Background: an optimization exercise with open tools, aiming at small area. Do not read the settings as production practice.
At most, simulation tests tie the RTL to the original design; equivalence was not proved.
Power and IR drop assume default switching activity.

==> job 7216 <==
==> flow/design.v (excerpt) <==
module moller_top #(
    parameter int NUM_CH     = moller_cfg_pkg::NUM_ADC_CH,
    parameter int FIFO_DEPTH = 8                           
)(
    input  logic clk,
    input  logic rst_n,
    input  logic [moller_regs_pkg::APB_ADDR_W-1:0] paddr,
    input  logic                                   psel,
    input  logic                                   penable,
    input  logic                                   pwrite,
    input  logic [moller_regs_pkg::APB_DATA_W-1:0] pwdata,
    output logic [moller_regs_pkg::APB_DATA_W-1:0] prdata,
    output logic                                   pready,
    output logic                                   pslverr,
    input  logic lmk_lock_detect,
    input  logic lmk_holdover,
    input  logic                                       adc_valid,
    input  logic [NUM_CH-1:0][moller_cfg_pkg::SAMPLE_W-1:0] adc_data,
    output logic                                       adc_convert,
    output logic                                       adc_testpat,
    output logic                                       adc_pd_n,
    output logic [moller_cfg_pkg::WORD_W-1:0] stream_data,
    output logic                              stream_last,
    output logic                              stream_valid,
    input  logic                              stream_ready
);
==> module convert_timer, before the edit <==
module convert_timer (
    input  logic                              clk,
    input  logic                              rst_n,
    input  logic [moller_cfg_pkg::RATE_W-1:0] sample_rate,    
    input  logic                              ts_load_lo,     
    input  logic                              ts_load_hi,     
    input  logic [31:0]                       ts_wdata,
    output logic                              adc_convert,
    output logic [moller_cfg_pkg::TS_W-1:0]   convert_ts,
    output logic [moller_cfg_pkg::TS_W-1:0]   ts_cnt        
);
    logic [moller_cfg_pkg::RATE_W-1:0] period_cnt;  
    logic [moller_cfg_pkg::TS_W-1:0] tgl;
    always_comb begin
        tgl[0] = 1'b1;
        for (int i = 1; i < moller_cfg_pkg::TS_W; i++)
            tgl[i] = tgl[i-1] & ts_cnt[i-1];
    end
    always_ff @(posedge clk) begin
        for (int i = 0; i < moller_cfg_pkg::TS_W; i++) begin
            if (!rst_n)
                ts_cnt[i] <= 1'b0;          
            else if (i < 32 ? ts_load_lo : ts_load_hi)
                ts_cnt[i] <= ts_wdata[i % 32];
            else if (!ts_load_lo && !ts_load_hi && tgl[i])
                ts_cnt[i] <= ~ts_cnt[i];    
        end
    end
    always_ff @(posedge clk) begin
        if (!rst_n) begin
            period_cnt  <= 8'd1;
            adc_convert <= 1'b0;
        end else if (sample_rate == '0) begin
            period_cnt  <= 8'd1;            
            adc_convert <= 1'b0;
        end else if (period_cnt == 8'd1) begin
            period_cnt  <= sample_rate;
            adc_convert <= 1'b1;
        end else begin
            period_cnt  <= period_cnt - 1'b1;
            adc_convert <= 1'b0;
        end
    end
    always_ff @(posedge clk) begin
        if (adc_convert)
            convert_ts <= ts_cnt;
    end
endmodule
==> module stream_decimator, before the edit <==
module stream_decimator #(
    parameter int NUM_CH = 16
)(
    input  logic clk,
    input  logic rst_n,
    input  logic                                            adc_valid,
    input  logic [NUM_CH-1:0][moller_cfg_pkg::SAMPLE_W-1:0] adc_data,
    input  logic                                  stream_ena,
    input  logic [moller_cfg_pkg::RATE_DIV_W-1:0] rate_div,
    input  logic [moller_cfg_pkg::CH_SEL_W-1:0]   ch0_sel,
    input  logic [moller_cfg_pkg::CH_SEL_W-1:0]   ch1_sel,
    input  logic [moller_cfg_pkg::NSAMP_W-1:0]    num_samples,
    output logic                                take,
    output logic                                take_first,
    output logic                                take_last,
    output logic [moller_cfg_pkg::SAMPLE_W-1:0] take_ch0,
    output logic [moller_cfg_pkg::SAMPLE_W-1:0] take_ch1
);
    logic [moller_cfg_pkg::RATE_DIV_W-1:0] div_cnt;    
    logic [moller_cfg_pkg::NSAMP_W-1:0]    samp_cnt;   
    logic [moller_cfg_pkg::NSAMP_W-1:0]    samp_inc;
    assign samp_inc   = samp_cnt + 1'b1;
    assign take_last  = (num_samples == '0) ? (samp_cnt == '0) : (samp_inc == num_samples);
    assign take_first = (samp_cnt == '0);
    assign take       = adc_valid & stream_ena & (div_cnt == '0);
    always_ff @(posedge clk) begin
        if (!rst_n || !stream_ena) begin
            div_cnt  <= '0;
            samp_cnt <= '0;
        end else if (adc_valid) begin
            div_cnt <= (div_cnt == '0) ? rate_div : div_cnt - 1'b1;
            if (take)
                samp_cnt <= take_last ? '0 : samp_inc;
        end
    end
    always_comb begin
        take_ch0 = '0;
        take_ch1 = '0;
        for (int c = 0; c < NUM_CH; c++) begin
            take_ch0 = take_ch0 | ({moller_cfg_pkg::SAMPLE_W{ch0_sel == c}} & adc_data[c]);
            take_ch1 = take_ch1 | ({moller_cfg_pkg::SAMPLE_W{ch1_sel == c}} & adc_data[c]);
        end
    end
endmodule
export LEC_CHECK = 0
export CAP_MARGIN = 20
export CORE_MARGIN = 2
export CORE_UTILIZATION = 60
export SLEW_MARGIN = 20
create_clock -name core_clock -period 8.0 [get_ports {clk}]
standard.sh (not shown) runs the stock make flow with config.mk's settings and CLKGATE_MAP_FILE= SYNTH_SCRIPT=/design/flow/synth_recipe.tcl, a recipe that flattens the netlist after the stock synthesis.
==> flow/flow/run.sh <==
#!/bin/bash
# Standard layout (standard.sh: the standard flow's synthesis and ORFS steps) with two changes:
#  - port buffers use the smallest buffer cell (buf_1) instead of the default pick;
#  - clock tree: clkbuf_8 buffers, clusters of at most 15 sinks within 50 um, no dummy loads.
# Each tool's output goes to standard.log in this folder.
cp standard.sh standard_sh_copy.log
export BUFFER_PORTS_ARGS="-buffer_cell sky130_fd_sc_hd__buf_1"
export CTS_ARGS="-sink_clustering_enable -repair_clock_nets -dont_use_dummy_load -buf_list sky130_fd_sc_hd__clkbuf_8 -sink_clustering_size 15 -sink_clustering_max_diameter 50"
bash standard.sh > standard.log 2>&1
rc=$?
tail -20 standard.log
exit $rc
==> inputs of job 2453, as changes to job 7216 <==
--- a/flow/design.v
+++ b/flow/design.v
@@ -132,31 +132,25 @@
     output logic [moller_cfg_pkg::TS_W-1:0]   ts_cnt        
 );
     logic [moller_cfg_pkg::RATE_W-1:0] period_cnt;  
-    logic [moller_cfg_pkg::TS_W-1:0] tgl;
-    always_comb begin
-        tgl[0] = 1'b1;
-        for (int i = 1; i < moller_cfg_pkg::TS_W; i++)
-            tgl[i] = tgl[i-1] & ts_cnt[i-1];
-    end
     always_ff @(posedge clk) begin
-        for (int i = 0; i < moller_cfg_pkg::TS_W; i++) begin
-            if (!rst_n)
-                ts_cnt[i] <= 1'b0;          
-            else if (i < 32 ? ts_load_lo : ts_load_hi)
-                ts_cnt[i] <= ts_wdata[i % 32];
-            else if (!ts_load_lo && !ts_load_hi && tgl[i])
-                ts_cnt[i] <= ~ts_cnt[i];    
-        end
+        if (!rst_n)
+            ts_cnt <= '0;                   
+        else if (ts_load_lo)
+            ts_cnt <= {ts_cnt[63:32], ts_wdata};    
+        else if (ts_load_hi)
+            ts_cnt <= {ts_wdata, ts_cnt[31:0]};
+        else
+            ts_cnt <= ts_cnt + 1'b1;
     end
     always_ff @(posedge clk) begin
         if (!rst_n) begin
-            period_cnt  <= 8'd1;
+            period_cnt  <= '0;
             adc_convert <= 1'b0;
         end else if (sample_rate == '0) begin
-            period_cnt  <= 8'd1;            
+            period_cnt  <= '0;              
             adc_convert <= 1'b0;
-        end else if (period_cnt == 8'd1) begin
-            period_cnt  <= sample_rate;
+        end else if (period_cnt == '0) begin
+            period_cnt  <= sample_rate - 1'b1;
             adc_convert <= 1'b1;
         end else begin
             period_cnt  <= period_cnt - 1'b1;
@@ -189,9 +183,9 @@
 );
     logic [moller_cfg_pkg::RATE_DIV_W-1:0] div_cnt;    
     logic [moller_cfg_pkg::NSAMP_W-1:0]    samp_cnt;   
-    logic [moller_cfg_pkg::NSAMP_W-1:0]    samp_inc;
-    assign samp_inc   = samp_cnt + 1'b1;
-    assign take_last  = (num_samples == '0) ? (samp_cnt == '0) : (samp_inc == num_samples);
+    logic [moller_cfg_pkg::NSAMP_W-1:0]    last_idx;
+    assign last_idx   = (num_samples == '0) ? '0 : num_samples - 1'b1;
+    assign take_last  = (samp_cnt == last_idx);
     assign take_first = (samp_cnt == '0);
     assign take       = adc_valid & stream_ena & (div_cnt == '0);
     always_ff @(posedge clk) begin
@@ -201,7 +195,7 @@
         end else if (adc_valid) begin
             div_cnt <= (div_cnt == '0) ? rate_div : div_cnt - 1'b1;
             if (take)
-                samp_cnt <= take_last ? '0 : samp_inc;
+                samp_cnt <= take_last ? '0 : samp_cnt + 1'b1;
         end
     end
     always_comb begin
==> flow/run.sh (new file) <==
#!/bin/bash
# synth_recipe.tcl (not shown) runs the flow's synth.tcl, then flattens the netlist and writes it again
# the make line also repeats each setting of config.mk as NAME=value (left out here)
make -C /OpenROAD-flow-scripts/flow DESIGN_CONFIG=/design/flow/config.mk WORK_HOME=/design/flow/orfs CLKGATE_MAP_FILE= SYNTH_SCRIPT=/design/flow/synth_recipe.tcl finish
- CTS_BUF_LIST: unset -> sky130_fd_sc_hd__clkbuf_4 sky130_fd_sc_hd__clkbuf_8
removed: flow/flow/run.sh
removed: flow/standard.sh
==> inputs of job 3820, as changes to job 7216 <==
--- a/flow/design.v
+++ b/flow/design.v
@@ -150,13 +150,13 @@
     end
     always_ff @(posedge clk) begin
         if (!rst_n) begin
-            period_cnt  <= 8'd1;
+            period_cnt  <= '0;
             adc_convert <= 1'b0;
         end else if (sample_rate == '0) begin
-            period_cnt  <= 8'd1;            
+            period_cnt  <= '0;              
             adc_convert <= 1'b0;
-        end else if (period_cnt == 8'd1) begin
-            period_cnt  <= sample_rate;
+        end else if (period_cnt == '0) begin
+            period_cnt  <= sample_rate - 1'b1;
             adc_convert <= 1'b1;
         end else begin
             period_cnt  <= period_cnt - 1'b1;
==> flow/flow/run.sh (replaced) <==
#!/bin/bash
# Standard layout, but the port buffers use the smallest buffer cell.
cp standard.sh standard_sh_copy.log
export BUFFER_PORTS_ARGS="-buffer_cell sky130_fd_sc_hd__buf_1"
bash standard.sh > standard.log 2>&1
rc=$?
tail -20 standard.log
exit $rc
- CORE_UTILIZATION: 60 -> 40
==> qor summary <==
Routed length on met1: job 2453 49400 um; job 7216 45500 um; job 3820 54100 um
Compound-cell area share of the yosys netlist: job 2453 19.7%; job 7216 18.4%; job 3820 18.5%
Simple-gate area share of the yosys netlist: job 2453 13.2%; job 7216 12.0%; job 3820 12.1%
Wire length on met2: job 2453 61500 um; job 7216 52600 um; job 3820 55400 um
Clock distribution power: job 2453 2.98 mW; job 7216 1.71 mW; job 3820 3.37 mW
Sequential portion of the cell area: job 2453 45.7%; job 7216 51.9%; job 3820 49.1%
Status: job 2453 finished clean; job 7216 finished clean; job 3820 finished clean
FF/Latch Area: job 2453 18600 um^2; job 7216 18600 um^2; job 3820 18600 um^2
Buffer and inverter count on the worst path: job 2453 2; job 7216 3; job 3820 3
Detailed-routing iteration count for the pre-antenna-repair pass: job 2453 22; job 7216 9; job 3820 8
GR Layer Usage met3: job 2453 18.3%; job 7216 12.2%; job 3820 7.90%
Fraction of final layout cells with drive strength greater than 1: job 2453 9.75%; job 7216 6.59%; job 3820 7.97%
Vias in the first global route: job 2453 30800; job 7216 27000; job 3820 26200
CTS H-tree depth: job 2453 3; job 7216 2; job 3820 3
Total number of tap cells: job 2453 748; job 7216 696; job 3820 1060
Data arrival time of the critical path: job 2453 5.07 ns; job 7216 4.15 ns; job 3820 3.89 ns
Pin count of the biggest net entering global routing: job 2453 108; job 7216 78; job 3820 84
Min Tclk post-route: job 2453 6.67 ns; job 7216 5.75 ns; job 3820 5.49 ns
Logic power comb: job 2453 337 uW; job 7216 229 uW; job 3820 226 uW
Net count after synthesis: job 2453 3433; job 7216 3272; job 3820 3223
X dimension of the die: job 2453 240 um; job 7216 237 um; job 3820 289 um
Clock latency of the later-clocked register in the worst-skew pair: job 2453 0.74 ns; job 7216 0.71 ns; job 3820 0.64 ns
For job 2453 and job 3820, only the layout was checked, not whether the RTL still works.

## what the ideal ports hide
The flow's constraints put no driver on any port. The routed layouts listed below were extracted and timed again, unchanged, in two steps.
Step 1, drivers: a clkbuf_16 drives clk and a buf_2 each remaining input, both assumed.
Step 2 also shifts input and output timing later by t, the mid clock arrival at the registers, as if the neighbouring blocks saw the same clock.
a / b / c = ideal ports / drivers / drivers and shift; a / b = the first two.
run | t, ns | setup WS [ns] | worst setup path at the end | clock arrival spread, ns | pins driven straight from the clock port
job 7216 | 0.714 | 2.251 / 2.228 / 2.105 | input to register | 0.111 / 0.111 | 1
job 2453 | 0.764 | 1.330 / 1.267 / 1.650 | input to output | 0.071 / 0.071 | 1
job 3820 | 0.693 | 2.512 / 2.488 / 2.488 | input to output | 0.039 / 0.039 | 1
After both steps every run listed still meets setup and hold. The setup slack of job 7216, which loses most, moves by -0.023 ns with the drivers and by -0.146 ns with both steps.
